This design comes from an exercise in tuning for small area on the open sky130 flow, not from production work.
Function was checked by simulation only, so behaviour that the tests miss may differ from the original.
Power is estimated from default activity; no workload was simulated.

==> flow/design.v <==
package pifo_multi_port_core_pkg;
  localparam int unsigned POLICY_TAIL_DROP = 0;
  localparam int unsigned POLICY_PUSH_OUT  = 1;
  localparam int unsigned DEF_RANK_WIDTH = 19;
  localparam int unsigned DEF_PTR_WIDTH  = 12;
endpackage
import pifo_multi_port_core_pkg::*;
module pifo_ctl #(
  parameter int unsigned POS = 1
) (
  input  logic a, b, c,
  input  logic v_p, v_c, v_n,
  input  logic le_p, le_c, le_n,
  output logic ns_h, ns_n, ns_p, ns_w
);
  logic g_p, g_c, g_n;
  assign g_p = v_p & le_p;
  assign g_c = v_c & le_c;
  assign g_n = v_n & le_n;
  if (POS == 0) begin : g_first
    assign ns_h = c | a | (b & ~g_c);
    assign ns_n = ~(c | (a & g_n));
    assign ns_p = 1'b1;
    assign ns_w = ~((a & ~g_n) | (b & ~g_c));
  end else if (POS == 2) begin : g_last
    assign ns_h = (a & g_c) | (b & ~g_c);
    assign ns_n = 1'b1;
    assign ns_p = ~(b & ~g_p);
    assign ns_w = ~((a & g_c) | (b & g_p & ~g_c));
  end else begin : g_mid
    assign ns_h = c | (a & g_c) | (b & ~g_c);
    assign ns_n = ~(c | (a & g_n));
    assign ns_p = ~(b & ~g_p);
    assign ns_w = ~((a & g_c & ~g_n) | (b & g_p & ~g_c));
  end
endmodule
module pifo_sel4 (
  input  logic ns_h, ns_n, ns_p, ns_w,
  input  logic x_h, x_n, x_p, x_w,
  output logic y
);
  assign y = (ns_h | x_h) & (ns_n | x_n) & (ns_p | x_p) & (ns_w | x_w);
endmodule
module pifo_sel3 (
  input  logic ns_a, ns_b, ns_c,
  input  logic x_a, x_b, x_c,
  output logic y
);
  assign y = (ns_a | x_a) & (ns_b | x_b) & (ns_c | x_c);
endmodule
module pifo_le #(
  parameter int unsigned W = 19
) (
  input  logic [W-1:0] a,
  input  logic [W-1:0] nb,
  output logic         le
);
  logic gt;
  always_comb begin
    gt = 1'b0;
    for (int k = 0; k < W; k++)
      gt = (a[k] & nb[k]) | ((a[k] | nb[k]) & gt);
  end
  assign le = ~gt;
endmodule
module pifo_sorted_array
#(
  parameter int unsigned DEPTH       = 16,
  parameter int unsigned RANK_WIDTH  = 19,
  parameter int unsigned PTR_WIDTH   = 12,
  parameter int unsigned CNT_W       = $clog2(DEPTH + 1)
) (
  input  logic                  clk,
  input  logic                  rst,
  input  logic                  i_push,
  input  logic                  i_pop,
  input  logic [RANK_WIDTH-1:0] i_rank,
  input  logic [RANK_WIDTH-1:0] i_rank_n,    
  input  logic [PTR_WIDTH-1:0]  i_ptr,
  output logic                  o_head_valid,
  output logic [RANK_WIDTH-1:0] o_head_rank,
  output logic [PTR_WIDTH-1:0]  o_head_ptr,
  output logic [CNT_W-1:0]      o_occupancy,
  output logic                  o_drop_c
);
  localparam int unsigned EW = RANK_WIDTH + PTR_WIDTH;
  logic [CNT_W-1:0]            r_cnt;
  logic [DEPTH-1:0][EW-1:0]    r_ent;    
  logic [DEPTH-1:0][EW-1:0]    w_ent;
  logic [DEPTH-1:0]            w_valid, w_le;
  logic                        w_pop, w_ins, w_full, w_up, w_dn;
  logic [DEPTH-1:0]            w_nh, w_nn, w_np, w_nw;
  logic [EW-1:0]               w_new;
  logic [CNT_W-1:0]            w_cnt_n;
  always_comb begin
    for (int i = 0; i < DEPTH; i++) begin
      logic gt;
      gt = 1'b0;
      for (int k = 0; k < CNT_W; k++)
        gt = ((i >> k) & 1) ? (r_cnt[k] & gt) : (r_cnt[k] | gt);
      w_valid[i] = gt;
    end
  end
  for (genvar i = 0; i < DEPTH; i++) begin : g_cmp
    pifo_le #(.W(RANK_WIDTH)) u_le (
      .a(r_ent[i][EW-1 -: RANK_WIDTH]), .nb(i_rank_n), .le(w_le[i])
    );
  end
  always_comb begin
    w_full = w_valid[DEPTH-1];
    w_pop  = i_pop & w_valid[0];
    w_ins  = i_push & (~w_full | w_pop);
    o_drop_c = i_push & w_full & ~w_pop;
    w_new  = {i_rank, i_ptr};
  end
  logic w_a, w_b, w_c;
  assign w_a = w_ins & w_pop;       
  assign w_b = w_ins & ~w_pop;      
  assign w_c = w_pop & ~w_ins;      
  for (genvar i = 0; i < DEPTH; i++) begin : g_sel
    pifo_ctl #(.POS((i == 0) ? 0 : (i == DEPTH-1) ? 2 : 1)) u_ctl (
      .a(w_a), .b(w_b), .c(w_c),
      .v_p(w_valid[(i == 0) ? 0 : i-1]), .v_c(w_valid[i]), .v_n(w_valid[(i == DEPTH-1) ? i : i+1]),
      .le_p(w_le[(i == 0) ? 0 : i-1]), .le_c(w_le[i]), .le_n(w_le[(i == DEPTH-1) ? i : i+1]),
      .ns_h(w_nh[i]), .ns_n(w_nn[i]), .ns_p(w_np[i]), .ns_w(w_nw[i])
    );
  end
  for (genvar i = 0; i < DEPTH; i++) begin : g_ent
    for (genvar b = 0; b < EW; b++) begin : g_bit
      if (i == 0) begin : g_first
        pifo_sel3 u_sel (
          .ns_a(w_nh[i]), .ns_b(w_nn[i]), .ns_c(w_nw[i]),
          .x_a(r_ent[i][b]), .x_b(r_ent[i+1][b]), .x_c(w_new[b]),
          .y(w_ent[i][b])
        );
      end else if (i == DEPTH-1) begin : g_last
        pifo_sel3 u_sel (
          .ns_a(w_nh[i]), .ns_b(w_np[i]), .ns_c(w_nw[i]),
          .x_a(r_ent[i][b]), .x_b(r_ent[i-1][b]), .x_c(w_new[b]),
          .y(w_ent[i][b])
        );
      end else begin : g_mid
        pifo_sel4 u_sel (
          .ns_h(w_nh[i]), .ns_n(w_nn[i]), .ns_p(w_np[i]), .ns_w(w_nw[i]),
          .x_h(r_ent[i][b]), .x_n(r_ent[i+1][b]), .x_p(r_ent[i-1][b]), .x_w(w_new[b]),
          .y(w_ent[i][b])
        );
      end
    end
  end
  always_ff @(posedge clk) r_ent <= w_ent;
  always_comb begin
    logic carry, borrow;
    w_up  = w_ins & ~w_pop;
    w_dn  = w_pop & ~w_ins;
    carry = 1'b1;
    borrow = 1'b1;
    for (int k = 0; k < CNT_W; k++) begin
      w_cnt_n[k] = r_cnt[k] ^ ((w_up & carry) | (w_dn & borrow));
      carry  = carry & r_cnt[k];
      borrow = borrow & ~r_cnt[k];
    end
  end
  always_ff @(posedge clk or posedge rst) begin
    if (rst) r_cnt <= '0;
    else     r_cnt <= w_cnt_n;
  end
  assign o_head_valid = w_valid[0];
  assign o_head_rank  = r_ent[0][EW-1 -: RANK_WIDTH];
  assign o_head_ptr   = r_ent[0][PTR_WIDTH-1:0];
  assign o_occupancy  = r_cnt;
endmodule
import pifo_multi_port_core_pkg::*;
module pifo_multi_port_core
#(
  parameter int unsigned NUM_PORTS   = 5,
  parameter int unsigned DEPTH       = 16,
  parameter int unsigned RANK_WIDTH  = 19,
  parameter int unsigned PTR_WIDTH   = 12,
  parameter int unsigned FULL_POLICY = POLICY_TAIL_DROP,
  parameter int unsigned PORT_W      = $clog2(NUM_PORTS),
  parameter int unsigned CNT_W       = $clog2(DEPTH + 1)
) (
  input  logic                            axis_aclk,
  input  logic                            axis_reset,
  input  logic                            push_en,
  input  logic [PORT_W-1:0]               push_port,
  input  logic [RANK_WIDTH-1:0]           push_rank,
  input  logic [PTR_WIDTH-1:0]            push_ptr,
  input  logic [NUM_PORTS-1:0]            pop_req,
  output logic [NUM_PORTS-1:0]            head_valid,
  output logic [NUM_PORTS*RANK_WIDTH-1:0] head_rank,
  output logic [NUM_PORTS*PTR_WIDTH-1:0]  head_ptr,
  output logic [NUM_PORTS*CNT_W-1:0]      occupancy,
  output logic                            drop_valid,
  output logic [PTR_WIDTH-1:0]            drop_ptr,
  output logic [31:0]                     drop_count
);
  logic [NUM_PORTS-1:0] w_port_drop;
  logic [RANK_WIDTH-1:0] w_rank_n;
  assign w_rank_n = ~push_rank;
  logic                 w_drop;
  logic                 r_drop_valid;
  logic [PTR_WIDTH-1:0] r_drop_ptr;
  logic [31:0]          r_drop_count;
  for (genvar p = 0; p < NUM_PORTS; p++) begin : g_port
    logic w_push;
    assign w_push = push_en && (push_port == PORT_W'(p));
    pifo_sorted_array #(
      .DEPTH(DEPTH), .RANK_WIDTH(RANK_WIDTH), .PTR_WIDTH(PTR_WIDTH), .CNT_W(CNT_W)
    ) u_array (
      .clk(axis_aclk), .rst(axis_reset),
      .i_push(w_push), .i_pop(pop_req[p]),
      .i_rank(push_rank), .i_rank_n(w_rank_n), .i_ptr(push_ptr),
      .o_head_valid(head_valid[p]),
      .o_head_rank(head_rank[p*RANK_WIDTH +: RANK_WIDTH]),
      .o_head_ptr(head_ptr[p*PTR_WIDTH +: PTR_WIDTH]),
      .o_occupancy(occupancy[p*CNT_W +: CNT_W]),
      .o_drop_c(w_port_drop[p])
    );
  end
  assign w_drop = (push_en && (32'(push_port) >= NUM_PORTS)) || (|w_port_drop);
  always_ff @(posedge axis_aclk or posedge axis_reset) begin
    if (axis_reset) begin
      r_drop_valid <= 1'b0;
      r_drop_count <= '0;
    end else begin
      r_drop_valid <= w_drop;
      if (w_drop && (r_drop_count != 32'hFFFF_FFFF)) r_drop_count <= r_drop_count + 32'd1;
    end
  end
  always_ff @(posedge axis_aclk) r_drop_ptr <= push_ptr;
  assign drop_valid = r_drop_valid;
  assign drop_ptr   = r_drop_ptr;
  assign drop_count = r_drop_count;
endmodule
Settings: LEC_CHECK=0, CAP_MARGIN=0, CORE_MARGIN=2, CORE_UTILIZATION=40, CTS_CLUSTER_DIAMETER=80, CTS_CLUSTER_SIZE=20, SETUP_SLACK_MARGIN=0.3, SLEW_MARGIN=0, SYNTH_HIERARCHICAL=1, SYNTH_MINIMUM_KEEP_SIZE=0; clock period 5.0 ns.
standard.sh (not shown) runs the stock make flow with config.mk's settings and CLKGATE_MAP_FILE= SYNTH_SCRIPT=/design/flow/synth_recipe.tcl, a recipe that flattens the netlist after the stock synthesis.
==> flow/flow/run.sh <==
#!/bin/bash
# Standard ORFS layout (the standard.sh, standard synthesis), with these changes:
#  - global placement is not timing driven, and the buffers Yosys/ABC inserted are
#    removed at floorplan instead (REMOVE_ABC_BUFFERS);
#  - clock tree: no dummy loads; clustering as in config.mk.
set -euo pipefail
bash standard.sh synth > synth_make.log 2>&1
bash standard.sh \
  GPL_TIMING_DRIVEN=0 REMOVE_ABC_BUFFERS=1 \
  "CTS_ARGS=-sink_clustering_enable -repair_clock_nets -sink_clustering_size 20 -sink_clustering_max_diameter 80 -dont_use_dummy_load" \
  finish > layout_make.log 2>&1
The baseline produced a clean layout.
Edit:
--- a/flow/design.v
+++ b/flow/design.v
@@ -49,4 +49,21 @@
   assign y = (ns_a | x_a) & (ns_b | x_b) & (ns_c | x_c);
 endmodule
+module pifo_dec5 (
+  input  logic [2:0] port,
+  output logic [4:0] s
+);
+  assign s[0] = ~port[2] & ~port[1] & ~port[0];
+  assign s[1] = ~port[1] & port[0];
+  assign s[2] = port[1] & ~port[0];
+  assign s[3] = port[1] & port[0];
+  assign s[4] = port[2] & ~port[1] & ~port[0];
+endmodule
+module pifo_mux5 (
+  input  logic [4:0] s,
+  input  logic [4:0] x,
+  output logic       y
+);
+  assign y = |(s & x);
+endmodule
 module pifo_le #(
   parameter int unsigned W = 19
@@ -76,5 +93,4 @@
   input  logic                  i_pop,
   input  logic [RANK_WIDTH-1:0] i_rank,
-  input  logic [RANK_WIDTH-1:0] i_rank_n,    
   input  logic [PTR_WIDTH-1:0]  i_ptr,
   output logic                  o_head_valid,
@@ -82,5 +98,7 @@
   output logic [PTR_WIDTH-1:0]  o_head_ptr,
   output logic [CNT_W-1:0]      o_occupancy,
-  output logic                  o_drop_c
+  output logic                  o_drop_c,
+  output logic [DEPTH-1:0][RANK_WIDTH-1:0] o_ranks,    
+  input  logic [DEPTH-1:0]      i_le       
 );
   localparam int unsigned EW = RANK_WIDTH + PTR_WIDTH;
@@ -102,9 +120,8 @@
     end
   end
-  for (genvar i = 0; i < DEPTH; i++) begin : g_cmp
-    pifo_le #(.W(RANK_WIDTH)) u_le (
-      .a(r_ent[i][EW-1 -: RANK_WIDTH]), .nb(i_rank_n), .le(w_le[i])
-    );
-  end
+  for (genvar i = 0; i < DEPTH; i++) begin : g_rank
+    assign o_ranks[i] = r_ent[i][EW-1 -: RANK_WIDTH];
+  end
+  assign w_le = i_le;
   always_comb begin
     w_full = w_valid[DEPTH-1];
@@ -199,5 +216,20 @@
   logic [NUM_PORTS-1:0] w_port_drop;
   logic [RANK_WIDTH-1:0] w_rank_n;
+  logic [NUM_PORTS-1:0][DEPTH-1:0][RANK_WIDTH-1:0] w_ranks;
+  logic [DEPTH-1:0]     w_le;
   assign w_rank_n = ~push_rank;
+  for (genvar i = 0; i < DEPTH; i++) begin : g_cmp
+    logic [RANK_WIDTH-1:0] w_r;
+    logic [NUM_PORTS-1:0]  w_s;
+    pifo_dec5 u_dec (.port(push_port), .s(w_s));
+    for (genvar b = 0; b < RANK_WIDTH; b++) begin : g_bit
+      logic [NUM_PORTS-1:0] w_x;
+      for (genvar p = 0; p < NUM_PORTS; p++) begin : g_p
+        assign w_x[p] = w_ranks[p][i][b];
+      end
+      pifo_mux5 u_mux (.s(w_s), .x(w_x), .y(w_r[b]));
+    end
+    pifo_le #(.W(RANK_WIDTH)) u_le (.a(w_r), .nb(w_rank_n), .le(w_le[i]));
+  end
   logic                 w_drop;
   logic                 r_drop_valid;
@@ -212,10 +244,11 @@
       .clk(axis_aclk), .rst(axis_reset),
       .i_push(w_push), .i_pop(pop_req[p]),
-      .i_rank(push_rank), .i_rank_n(w_rank_n), .i_ptr(push_ptr),
+      .i_rank(push_rank), .i_ptr(push_ptr),
       .o_head_valid(head_valid[p]),
       .o_head_rank(head_rank[p*RANK_WIDTH +: RANK_WIDTH]),
       .o_head_ptr(head_ptr[p*PTR_WIDTH +: PTR_WIDTH]),
       .o_occupancy(occupancy[p*CNT_W +: CNT_W]),
-      .o_drop_c(w_port_drop[p])
+      .o_drop_c(w_port_drop[p]),
+      .o_ranks(w_ranks[p]), .i_le(w_le)
     );
   end
Result:
- This time the run reached the layout checks and failed them: max-slew violations, negative setup slack
- total power went up by 9.4%
- utilization drops by 0.99 points
- routed wire length rises by 30%
- final cell count falls by 5.6%
- fmax went down by 4.7%
- die area climbs by 2.1%
- clock power hardly moves
- first-iteration DRC count grows by 86%
- via count is about the same
- synthesized cell count decreases by 0.33%
- cell area is about the same

-- separate check: timing with driven ports --
The results above use ideal ports. As a check the final layouts listed here were re-extracted and re-timed, cells and wires unchanged.
Step 1 sets driving cells, clkbuf_16 on the clock port and buf_2 on the other inputs (assumed; they add their load-dependent delay and slew).
Step 2, shift: input delay + t, output delay - t, t = (earliest + latest rising clock arrival at the registers) / 2. This alone moves slack from input paths to output paths.
Slacks: ideal / step 1 / step 2; pairs: ideal / step 1.
| run | t (ns) | setup WS [ns] | hold WS [ns] | worst setup path at the end |
|---|---|---|---|---|
| the first run | 0.951 | 0.142 / 0.199 / -0.752 | 0.483 / 0.483 / 0.483 | input to register |
| the second run | 1.010 | -0.098 / -0.382 / -1.391 | 0.397 / 0.315 / 0.451 | input to register |
With both steps, setup timing fails in the first run, where it was met with ideal ports. For the second run, which loses most, drivers alone change the setup slack by -0.284 ns; drivers and shift together by -1.293 ns.
